Source: an optimization exercise on an open RTL-to-GDS flow (aim: small area, a short achievable clock period and few clock cycles per item). Production flows keep margins and buffers that such runs may drop.
In this exercise RTL edits were held to simulation tests only and were not proved equivalent to the original.

==> inputs of ember <==
==> flow/design.v <==
`default_nettype none
package olb_pkg;
  localparam int unsigned MAX_IMAGE_WIDTH = 4096;
  localparam int unsigned COL_W  = 12;
  localparam int unsigned WID_W  = 13;
  localparam int unsigned PIX_W  = 8;
  localparam int unsigned CFG_W  = 13;
  localparam int unsigned IDX_W  = 2;
  localparam int unsigned NUM_CH = 3;                
  localparam int unsigned NUM_NODES = 10;
  localparam logic [NUM_NODES-1:0] CUT = 10'b01_0101_0111;
  localparam int unsigned DIV_STYLE = 0;
  localparam logic [IDX_W-1:0] CFG_OVERLAP_START = 2'd0;
  localparam logic [IDX_W-1:0] CFG_FIRST_WIDTH   = 2'd1;
  localparam logic [IDX_W-1:0] CFG_DARK_THRESH   = 2'd2;
  localparam logic [COL_W-1:0] START_RESET = '0;
  localparam logic [WID_W-1:0] WIDTH_RESET = WID_W'(MAX_IMAGE_WIDTH);
  localparam logic [PIX_W-1:0] DARK_RESET  = 8'd50;
endpackage
`default_nettype wire
`default_nettype none
module overlap_linear_blend_unit (
  input  wire                         clk_i,
  input  wire                         rst_ni,
  input  wire                         cfg_we_i,
  input  wire [olb_pkg::IDX_W-1:0]    cfg_idx_i,
  input  wire [olb_pkg::CFG_W-1:0]    cfg_data_i,
  input  wire                         in_valid_i,
  output logic                        in_stall_o,
  input  wire [olb_pkg::COL_W-1:0]    column_i,
  input  wire [olb_pkg::PIX_W-1:0]    first_blue_i,
  input  wire [olb_pkg::PIX_W-1:0]    first_green_i,
  input  wire [olb_pkg::PIX_W-1:0]    first_red_i,
  input  wire [olb_pkg::PIX_W-1:0]    warped_blue_i,
  input  wire [olb_pkg::PIX_W-1:0]    warped_green_i,
  input  wire [olb_pkg::PIX_W-1:0]    warped_red_i,
  output logic                        out_valid_o,
  input  wire                         out_stall_i,
  output logic [olb_pkg::PIX_W-1:0]   out_blue_o,
  output logic [olb_pkg::PIX_W-1:0]   out_green_o,
  output logic [olb_pkg::PIX_W-1:0]   out_red_o
);
  localparam int unsigned NCH = olb_pkg::NUM_CH;
  localparam int unsigned PW  = olb_pkg::PIX_W;
  localparam int unsigned WW  = olb_pkg::WID_W;
  localparam int unsigned CW  = olb_pkg::COL_W;
  localparam int unsigned NS  = olb_pkg::NUM_NODES;
  localparam int unsigned PPW = PW + CW;       
  localparam logic [NS-1:0] CUT = olb_pkg::CUT | NS'(1);
  function automatic logic [2*PPW-1:0] csa(
    input logic [PPW-1:0] x,
    input logic [PPW-1:0] y,
    input logic [PPW-1:0] z
  );
    logic [PPW-1:0] mj;
    mj  = (x & y) | (x & z) | (y & z);
    csa = {mj[PPW-2:0], 1'b0, x ^ y ^ z};
  endfunction
  function automatic logic [WW:0] div_step(
    input logic [WW-1:0] r,
    input logic          l,
    input logic [WW-1:0] w
  );
    logic [WW:0] t, u;
    logic [WW+1:0] b;
    t = {r, l};
    if (olb_pkg::DIV_STYLE == 1) begin
      b[0] = 1'b0;
      for (int i = 0; i <= WW; i++) begin
        logic wi;
        wi = (i < WW) ? w[i] : 1'b0;
        u[i]   = t[i] ^ wi ^ b[i];
        b[i+1] = (!t[i] && (wi || b[i])) || (wi && b[i]);
      end
    end else begin
      {b[WW+1], u} = {1'b0, t} - {2'b0, w};
    end
    div_step = b[WW+1] ? {1'b0, t[WW-1:0]} : {1'b1, u[WW-1:0]};
  endfunction
  logic [CW-1:0] start_q;
  logic [WW-1:0] width_q;
  logic [PW-1:0] dark_q;
  always_ff @(posedge clk_i or negedge rst_ni) begin
    if (!rst_ni) begin
      start_q <= olb_pkg::START_RESET;
      width_q <= olb_pkg::WIDTH_RESET;
      dark_q  <= olb_pkg::DARK_RESET;
    end else if (cfg_we_i) begin
      case (cfg_idx_i)
        olb_pkg::CFG_OVERLAP_START: start_q <= cfg_data_i[CW-1:0];
        olb_pkg::CFG_FIRST_WIDTH:   width_q <= cfg_data_i[WW-1:0];
        olb_pkg::CFG_DARK_THRESH:   dark_q  <= cfg_data_i[PW-1:0];
        default: ;
      endcase
    end
  end
  logic en_q;     
  logic out_v_q;
  assign en_q       = !(out_v_q && out_stall_i);
  assign in_stall_o = !en_q;
  logic              v_d [NS], v_q [NS], v_n [NS];
  logic [CW-1:0]     o_d [NS], o_q [NS], o_n [NS];
  logic [WW-1:0]     w_d [NS], w_q [NS], w_n [NS];
  logic [NCH*WW-1:0] r_d [NS], r_q [NS], r_n [NS];
  logic [NCH*PW-1:0] l_d [NS], l_q [NS], l_n [NS];
  logic [NCH*PW-1:0] a_d [NS], a_q [NS], a_n [NS];
  logic [NCH*PW-1:0] b_d [NS], b_q [NS], b_n [NS];
  logic [NCH-1:0]    s_d [NS], s_q [NS], s_n [NS];
  logic [NCH*PPW-1:0] ps_d [NS], ps_q [NS], ps_n [NS];
  logic [NCH*PPW-1:0] pc_d [NS], pc_q [NS], pc_n [NS];
  always_comb begin
    logic [CW:0]   col_s;
    logic [WW:0]   col_w;
    logic          before_start, past_width, is_dark, blend;
    logic [NCH*PW-1:0] f, x;
    f = {first_red_i, first_green_i, first_blue_i};
    x = {warped_red_i, warped_green_i, warped_blue_i};
    col_s = {1'b0, column_i} - {1'b0, start_q};
    col_w = {2'b0, column_i} - {1'b0, width_q};
    before_start = col_s[CW];
    past_width   = !col_w[WW];
    is_dark      = (warped_blue_i < dark_q) && (warped_green_i < dark_q) &&
                   (warped_red_i < dark_q);
    blend        = !before_start && !past_width && !is_dark;
    v_d[0] = in_valid_i && en_q;
    o_d[0] = blend ? col_s[CW-1:0] : '0;
    w_d[0] = blend ? width_q - {1'b0, start_q} : {WW{1'b1}};
    r_d[0] = '0;
    l_d[0] = '0;
    ps_d[0] = '0;
    pc_d[0] = '0;
    for (int c = 0; c < NCH; c++) begin
      logic [PW-1:0] fc, xc, e;
      logic [PW:0]   d;
      fc = f[c*PW +: PW];
      xc = x[c*PW +: PW];
      d  = {1'b0, xc} - {1'b0, fc};
      e  = fc - xc;
      s_d[0][c]          = d[PW];
      a_d[0][c*PW +: PW] = d[PW] ? e : d[PW-1:0];
      b_d[0][c*PW +: PW] = (!before_start && past_width) ? xc : fc;
    end
  end
  always_comb begin
    v_d[1] = v_n[0];
    o_d[1] = o_n[0];
    w_d[1] = w_n[0];
    a_d[1] = a_n[0];
    b_d[1] = b_n[0];
    s_d[1] = s_n[0];
    r_d[1] = '0;
    l_d[1] = '0;
    for (int c = 0; c < NCH; c++) begin
      logic [PPW-1:0] pp [PW];
      logic [2*PPW-1:0] t0, t1, t2, t3, t4, t5;
      for (int i = 0; i < PW; i++) begin
        pp[i] = a_n[0][c*PW + i] ? ({{PW{1'b0}}, o_n[0]} << i) : '0;
      end
      t0 = csa(pp[0], pp[1], pp[2]);
      t1 = csa(pp[3], pp[4], pp[5]);
      t2 = csa(t0[PPW-1:0], t0[2*PPW-1:PPW], t1[PPW-1:0]);
      t3 = csa(t1[2*PPW-1:PPW], pp[6], pp[7]);
      t4 = csa(t2[PPW-1:0], t2[2*PPW-1:PPW], t3[PPW-1:0]);
      t5 = csa(t4[PPW-1:0], t4[2*PPW-1:PPW], t3[2*PPW-1:PPW]);
      ps_d[1][c*PPW +: PPW] = t5[PPW-1:0];
      pc_d[1][c*PPW +: PPW] = t5[2*PPW-1:PPW];
    end
  end
  for (genvar k = 0; k < PW; k++) begin : g_div
    always_comb begin
      v_d[k+2] = v_n[k+1];
      o_d[k+2] = o_n[k+1];
      w_d[k+2] = w_n[k+1];
      a_d[k+2] = a_n[k+1];
      b_d[k+2] = b_n[k+1];
      s_d[k+2] = s_n[k+1];
      ps_d[k+2] = '0;
      pc_d[k+2] = '0;
      for (int c = 0; c < NCH; c++) begin
        logic [WW:0]   step;
        logic [WW-1:0] r;
        logic [PW-1:0] l;
        logic [PPW-1:0] p;
        if (k == 0) begin
          p = ps_n[1][c*PPW +: PPW] + pc_n[1][c*PPW +: PPW];
          r = WW'(p[PPW-1:PW]);
          l = p[PW-1:0];
        end else begin
          r = r_n[k+1][c*WW +: WW];
          l = l_n[k+1][c*PW +: PW];
        end
        step = div_step(r, l[PW-1], w_n[k+1]);
        r_d[k+2][c*WW +: WW] = step[WW-1:0];
        l_d[k+2][c*PW +: PW] = {l[PW-2:0], step[WW]};
      end
    end
  end
  for (genvar n = 0; n < NS; n++) begin : g_node
    if (CUT[n]) begin : g_reg
      always_ff @(posedge clk_i or negedge rst_ni) begin
        if (!rst_ni)    v_q[n] <= 1'b0;
        else if (en_q)  v_q[n] <= v_d[n];
      end
      always_ff @(posedge clk_i) begin
        if (en_q) begin
          o_q[n] <= o_d[n];
          w_q[n] <= w_d[n];
          r_q[n] <= r_d[n];
          l_q[n] <= l_d[n];
          a_q[n] <= a_d[n];
          b_q[n] <= b_d[n];
          s_q[n] <= s_d[n];
          ps_q[n] <= ps_d[n];
          pc_q[n] <= pc_d[n];
        end
      end
      assign v_n[n] = v_q[n];
      assign o_n[n] = o_q[n];
      assign w_n[n] = w_q[n];
      assign r_n[n] = r_q[n];
      assign l_n[n] = l_q[n];
      assign a_n[n] = a_q[n];
      assign b_n[n] = b_q[n];
      assign s_n[n] = s_q[n];
      assign ps_n[n] = ps_q[n];
      assign pc_n[n] = pc_q[n];
    end else begin : g_wire
      assign v_n[n] = v_d[n];
      assign o_n[n] = o_d[n];
      assign w_n[n] = w_d[n];
      assign r_n[n] = r_d[n];
      assign l_n[n] = l_d[n];
      assign a_n[n] = a_d[n];
      assign b_n[n] = b_d[n];
      assign s_n[n] = s_d[n];
      assign ps_n[n] = ps_d[n];
      assign pc_n[n] = pc_d[n];
    end
  end
  logic [NCH*PW-1:0] res;
  logic              res_v;
  always_comb begin
    res_v = v_n[NS-1];
    for (int c = 0; c < NCH; c++) begin
      logic [PW-1:0] q, bc;
      logic          sc, rz;
      q  = l_n[NS-1][c*PW +: PW];
      bc = b_n[NS-1][c*PW +: PW];
      sc = s_n[NS-1][c];
      rz = r_n[NS-1][c*WW +: WW] == '0;
      res[c*PW +: PW] = bc + (sc ? ~q : q) + PW'(sc && rz);
    end
  end
  logic [NCH*PW-1:0] out_q;
  always_ff @(posedge clk_i or negedge rst_ni) begin
    if (!rst_ni)    out_v_q <= 1'b0;
    else if (en_q)  out_v_q <= res_v;
  end
  always_ff @(posedge clk_i) begin
    if (en_q) out_q <= res;
  end
  assign out_valid_o = out_v_q;
  assign out_blue_o  = out_q[0*PW +: PW];
  assign out_green_o = out_q[1*PW +: PW];
  assign out_red_o   = out_q[2*PW +: PW];
endmodule
`default_nettype wire
==> flow/run.sh <==
#!/bin/bash
# synth_recipe.tcl (not shown) runs the flow's synth.tcl, then flattens the netlist and writes it again
# the make line also repeats each setting of config.mk as NAME=value (left out here)
make -C /OpenROAD-flow-scripts/flow DESIGN_CONFIG=/design/flow/config.mk WORK_HOME=/design/flow/orfs CLKGATE_MAP_FILE= SYNTH_SCRIPT=/design/flow/synth_recipe.tcl finish
==> flow/config.mk <==
export PLATFORM = sky130hd
export DESIGN_NAME = overlap_linear_blend_unit
export DESIGN_NICKNAME = overlap_linear_blend_unit
export VERILOG_FILES = /design/flow/design.v
export SDC_FILE = /design/flow/constraint.sdc
export NUM_CORES = 4
export LEC_CHECK = 0
export ABC_AREA = 1
export CAP_MARGIN = 20
export CORE_MARGIN = 2
export CORE_UTILIZATION = 40
export SETUP_SLACK_MARGIN = 4.5
export SLEW_MARGIN = 20
export TNS_END_PERCENT = 0
==> flow/constraint.sdc <==
create_clock -name core_clock -period 8.5 [get_ports {clk_i}]
set_input_delay 1.7000 -clock core_clock [delete_from_list [all_inputs] [get_ports {clk_i}]]
set_output_delay 1.7000 -clock core_clock [all_outputs]
set_load 0.01 [all_outputs]
==> xenon (differences from ember) <==
--- a/flow/design.v
+++ b/flow/design.v
@@ -10,3 +10,3 @@
   localparam int unsigned NUM_NODES = 10;
-  localparam logic [NUM_NODES-1:0] CUT = 10'b01_0101_0111;
+  localparam logic [NUM_NODES-1:0] CUT = 10'b10_1010_1011;
   localparam int unsigned DIV_STYLE = 0;
@@ -47,13 +47,3 @@
   localparam int unsigned NS  = olb_pkg::NUM_NODES;
-  localparam int unsigned PPW = PW + CW;       
   localparam logic [NS-1:0] CUT = olb_pkg::CUT | NS'(1);
-  function automatic logic [2*PPW-1:0] csa(
-    input logic [PPW-1:0] x,
-    input logic [PPW-1:0] y,
-    input logic [PPW-1:0] z
-  );
-    logic [PPW-1:0] mj;
-    mj  = (x & y) | (x & z) | (y & z);
-    csa = {mj[PPW-2:0], 1'b0, x ^ y ^ z};
-  endfunction
   function automatic logic [WW:0] div_step(
@@ -96,6 +86,6 @@
   end
-  logic en_q;     
-  logic out_v_q;
-  assign en_q       = !(out_v_q && out_stall_i);
-  assign in_stall_o = !en_q;
+  logic en_q;
+  logic skid_v_q;
+  assign en_q       = !skid_v_q;
+  assign in_stall_o = skid_v_q;
   logic              v_d [NS], v_q [NS], v_n [NS];
@@ -108,4 +98,2 @@
   logic [NCH-1:0]    s_d [NS], s_q [NS], s_n [NS];
-  logic [NCH*PPW-1:0] ps_d [NS], ps_q [NS], ps_n [NS];
-  logic [NCH*PPW-1:0] pc_d [NS], pc_q [NS], pc_n [NS];
   always_comb begin
@@ -129,4 +117,2 @@
     l_d[0] = '0;
-    ps_d[0] = '0;
-    pc_d[0] = '0;
     for (int c = 0; c < NCH; c++) begin
@@ -150,18 +136,7 @@
     s_d[1] = s_n[0];
-    r_d[1] = '0;
-    l_d[1] = '0;
     for (int c = 0; c < NCH; c++) begin
-      logic [PPW-1:0] pp [PW];
-      logic [2*PPW-1:0] t0, t1, t2, t3, t4, t5;
-      for (int i = 0; i < PW; i++) begin
-        pp[i] = a_n[0][c*PW + i] ? ({{PW{1'b0}}, o_n[0]} << i) : '0;
-      end
-      t0 = csa(pp[0], pp[1], pp[2]);
-      t1 = csa(pp[3], pp[4], pp[5]);
-      t2 = csa(t0[PPW-1:0], t0[2*PPW-1:PPW], t1[PPW-1:0]);
-      t3 = csa(t1[2*PPW-1:PPW], pp[6], pp[7]);
-      t4 = csa(t2[PPW-1:0], t2[2*PPW-1:PPW], t3[PPW-1:0]);
-      t5 = csa(t4[PPW-1:0], t4[2*PPW-1:PPW], t3[2*PPW-1:PPW]);
-      ps_d[1][c*PPW +: PPW] = t5[PPW-1:0];
-      pc_d[1][c*PPW +: PPW] = t5[2*PPW-1:PPW];
+      logic [PW+CW-1:0] p;
+      p = (PW+CW)'(a_n[0][c*PW +: PW]) * (PW+CW)'(o_n[0]);
+      r_d[1][c*WW +: WW] = WW'(p[PW+CW-1:PW]);
+      l_d[1][c*PW +: PW] = p[PW-1:0];
     end
@@ -176,18 +151,7 @@
       s_d[k+2] = s_n[k+1];
-      ps_d[k+2] = '0;
-      pc_d[k+2] = '0;
       for (int c = 0; c < NCH; c++) begin
         logic [WW:0]   step;
-        logic [WW-1:0] r;
         logic [PW-1:0] l;
-        logic [PPW-1:0] p;
-        if (k == 0) begin
-          p = ps_n[1][c*PPW +: PPW] + pc_n[1][c*PPW +: PPW];
-          r = WW'(p[PPW-1:PW]);
-          l = p[PW-1:0];
-        end else begin
-          r = r_n[k+1][c*WW +: WW];
-          l = l_n[k+1][c*PW +: PW];
-        end
-        step = div_step(r, l[PW-1], w_n[k+1]);
+        l    = l_n[k+1][c*PW +: PW];
+        step = div_step(r_n[k+1][c*WW +: WW], l[PW-1], w_n[k+1]);
         r_d[k+2][c*WW +: WW] = step[WW-1:0];
@@ -212,4 +176,2 @@
           s_q[n] <= s_d[n];
-          ps_q[n] <= ps_d[n];
-          pc_q[n] <= pc_d[n];
         end
@@ -224,4 +186,2 @@
       assign s_n[n] = s_q[n];
-      assign ps_n[n] = ps_q[n];
-      assign pc_n[n] = pc_q[n];
     end else begin : g_wire
@@ -235,4 +195,2 @@
       assign s_n[n] = s_d[n];
-      assign ps_n[n] = ps_d[n];
-      assign pc_n[n] = pc_d[n];
     end
@@ -242,3 +200,3 @@
   always_comb begin
-    res_v = v_n[NS-1];
+    res_v = v_n[NS-1] && en_q;
     for (int c = 0; c < NCH; c++) begin
@@ -253,9 +211,35 @@
   end
-  logic [NCH*PW-1:0] out_q;
+  logic              out_v_q;
+  logic [NCH*PW-1:0] out_q, skid_q;
+  logic              out_v_d, skid_v_d;
+  logic              out_hold;
+  assign out_hold = out_v_q && out_stall_i;
+  always_comb begin
+    skid_v_d = skid_v_q;
+    out_v_d  = out_v_q;
+    if (out_hold) begin
+      if (res_v) skid_v_d = 1'b1;
+    end else if (skid_v_q) begin
+      out_v_d  = 1'b1;
+      skid_v_d = res_v;
+    end else begin
+      out_v_d  = res_v;
+    end
+  end
   always_ff @(posedge clk_i or negedge rst_ni) begin
-    if (!rst_ni)    out_v_q <= 1'b0;
-    else if (en_q)  out_v_q <= res_v;
+    if (!rst_ni) begin
+      out_v_q  <= 1'b0;
+      skid_v_q <= 1'b0;
+    end else begin
+      out_v_q  <= out_v_d;
+      skid_v_q <= skid_v_d;
+    end
   end
   always_ff @(posedge clk_i) begin
-    if (en_q) out_q <= res;
+    if (!out_hold) begin
+      out_q <= skid_v_q ? skid_q : res;
+    end
+    if (res_v && (out_hold || skid_v_q)) begin
+      skid_q <= res;
+    end
   end
Settings changed: ABC_AREA 1 to unset, SETUP_SLACK_MARGIN 4.5 to unset, TNS_END_PERCENT 0 to unset.
==> umber (differences from ember) <==
--- a/flow/design.v
+++ b/flow/design.v
@@ -61,19 +61,9 @@
     input logic          l,
-    input logic [WW-1:0] w
+    input logic [WW-1:0] nw
   );
-    logic [WW:0] t, u;
-    logic [WW+1:0] b;
+    logic [WW:0]   t;
+    logic [WW+1:0] u;
     t = {r, l};
-    if (olb_pkg::DIV_STYLE == 1) begin
-      b[0] = 1'b0;
-      for (int i = 0; i <= WW; i++) begin
-        logic wi;
-        wi = (i < WW) ? w[i] : 1'b0;
-        u[i]   = t[i] ^ wi ^ b[i];
-        b[i+1] = (!t[i] && (wi || b[i])) || (wi && b[i]);
-      end
-    end else begin
-      {b[WW+1], u} = {1'b0, t} - {2'b0, w};
-    end
-    div_step = b[WW+1] ? {1'b0, t[WW-1:0]} : {1'b1, u[WW-1:0]};
+    u = {1'b0, t} - {2'b0, ~nw};              
+    div_step = u[WW+1] ? {1'b0, t[WW-1:0]} : {1'b1, u[WW-1:0]};
   endfunction
@@ -96,6 +86,6 @@
   end
-  logic en_q;     
-  logic out_v_q;
-  assign en_q       = !(out_v_q && out_stall_i);
-  assign in_stall_o = !en_q;
+  logic en_q;
+  logic skid_v_q;
+  assign en_q       = !skid_v_q;
+  assign in_stall_o = skid_v_q;
   logic              v_d [NS], v_q [NS], v_n [NS];
@@ -108,2 +98,3 @@
   logic [NCH-1:0]    s_d [NS], s_q [NS], s_n [NS];
+  logic [NCH-1:0]    z_d [NS], z_q [NS], z_n [NS];    
   logic [NCH*PPW-1:0] ps_d [NS], ps_q [NS], ps_n [NS];
@@ -126,3 +117,3 @@
     o_d[0] = blend ? col_s[CW-1:0] : '0;
-    w_d[0] = blend ? width_q - {1'b0, start_q} : {WW{1'b1}};
+    w_d[0] = blend ? ~(width_q - {1'b0, start_q}) : '0;    
     r_d[0] = '0;
@@ -130,2 +121,3 @@
     ps_d[0] = '0;
+    z_d[0]  = '0;
     pc_d[0] = '0;
@@ -150,2 +142,3 @@
     s_d[1] = s_n[0];
+    z_d[1] = '0;
     r_d[1] = '0;
@@ -178,2 +171,3 @@
       pc_d[k+2] = '0;
+      z_d[k+2]  = '0;
       for (int c = 0; c < NCH; c++) begin
@@ -192,2 +186,5 @@
         step = div_step(r, l[PW-1], w_n[k+1]);
+        if (k == PW - 1) begin
+          z_d[k+2][c] = step[WW] ? ({r, l[PW-1]} == {1'b0, ~w_n[k+1]}) : ({r, l[PW-1]} == '0);
+        end
         r_d[k+2][c*WW +: WW] = step[WW-1:0];
@@ -212,2 +209,3 @@
           s_q[n] <= s_d[n];
+          z_q[n] <= z_d[n];
           ps_q[n] <= ps_d[n];
@@ -224,2 +222,3 @@
       assign s_n[n] = s_q[n];
+      assign z_n[n] = z_q[n];
       assign ps_n[n] = ps_q[n];
@@ -235,2 +234,3 @@
       assign s_n[n] = s_d[n];
+      assign z_n[n] = z_d[n];
       assign ps_n[n] = ps_d[n];
@@ -242,6 +242,6 @@
   always_comb begin
-    res_v = v_n[NS-1];
+    res_v = v_n[NS-1] && en_q;
     for (int c = 0; c < NCH; c++) begin
       logic [PW-1:0] q, bc;
-      logic          sc, rz;
+      logic          sc;
       q  = l_n[NS-1][c*PW +: PW];
@@ -249,13 +249,38 @@
       sc = s_n[NS-1][c];
-      rz = r_n[NS-1][c*WW +: WW] == '0;
-      res[c*PW +: PW] = bc + (sc ? ~q : q) + PW'(sc && rz);
-    end
-  end
-  logic [NCH*PW-1:0] out_q;
+      res[c*PW +: PW] = bc + (sc ? ~q : q) + PW'(sc && z_n[NS-1][c]);
+    end
+  end
+  logic              out_v_q;
+  logic [NCH*PW-1:0] out_q, skid_q;
+  logic              out_v_d, skid_v_d;
+  logic              out_hold;
+  assign out_hold = out_v_q && out_stall_i;
+  always_comb begin
+    skid_v_d = skid_v_q;
+    out_v_d  = out_v_q;
+    if (out_hold) begin
+      if (res_v) skid_v_d = 1'b1;
+    end else if (skid_v_q) begin
+      out_v_d  = 1'b1;
+      skid_v_d = res_v;
+    end else begin
+      out_v_d  = res_v;
+    end
+  end
   always_ff @(posedge clk_i or negedge rst_ni) begin
-    if (!rst_ni)    out_v_q <= 1'b0;
-    else if (en_q)  out_v_q <= res_v;
+    if (!rst_ni) begin
+      out_v_q  <= 1'b0;
+      skid_v_q <= 1'b0;
+    end else begin
+      out_v_q  <= out_v_d;
+      skid_v_q <= skid_v_d;
+    end
   end
   always_ff @(posedge clk_i) begin
-    if (en_q) out_q <= res;
+    if (!out_hold) begin
+      out_q <= skid_v_q ? skid_q : res;
+    end
+    if (res_v && (out_hold || skid_v_q)) begin
+      skid_q <= res;
+    end
   end
Settings changed: SETUP_SLACK_MARGIN 4.5 to 5.
==> results.py <==
metrics = {
    "worst_setup_path": {
        "arrival_ns": 2.35,
    },
    "run_status": {
        "status": "complete, no violations",
    },
    "clocking": {
        "cts-buffers-inserted": 78,
    },
    "die": {
        "n_tap_cell": 1755,
    },
}
-- figures above: ember

==> results.py <==
metrics = {
    "die": {
        "n_tap_cell": 1876,
    },
    "clocking": {
        "cts-buffers-inserted": 81,
    },
    "run_status": {
        "status": "complete, no violations",
    },
    "worst_setup_path": {
        "arrival_ns": 4.10,
    },
}
-- figures above: umber

==> results.py <==
metrics = {
    "clocking": {
        "cts-buffers-inserted": 73,
    },
    "run_status": {
        "status": "complete, no violations",
    },
    "worst_setup_path": {
        "arrival_ns": 7.21,
    },
    "die": {
        "n_tap_cell": 1650,
    },
}
-- figures above: xenon

Testbench counts of ember, summed over its fixed seeds: cycles 16,632, items 16,384.
Testbench counts of xenon, summed over its fixed seeds: cycles 16,632, items 16,384.
Testbench counts of umber, summed over its fixed seeds: cycles 16,632, items 16,384.

==> what the ideal ports hide <==
Ports are ideal in the flow. The routed layouts listed here were re-timed in OpenROAD.
Step 1 sets driving cells, clkbuf_16 on the clock port and buf_2 on the other inputs (assumed; they add their load-dependent delay and slew).
Step 2 times the ports against the registers' clock, not the clock port: input delays grow and output delays shrink by t, the midpoint of the rising clock arrivals with the driver on.
Slacks: ideal / step 1 / step 2; pairs: ideal / step 1.
run	t, ns	setup WS [ns]	hold WS [ns]
ember	0.748	4.451 / 4.412 / 3.824	0.400 / 0.400 / 0.400
xenon	0.707	1.678 / 1.678 / 1.678	0.395 / 0.395 / 0.395
umber	0.766	4.860 / 4.786 / 4.223	0.395 / 0.395 / 0.395
After both steps setup and hold are still met in every run listed. For umber, which loses most, drivers alone change the setup slack by -0.074 ns; drivers and shift together by -0.637 ns.
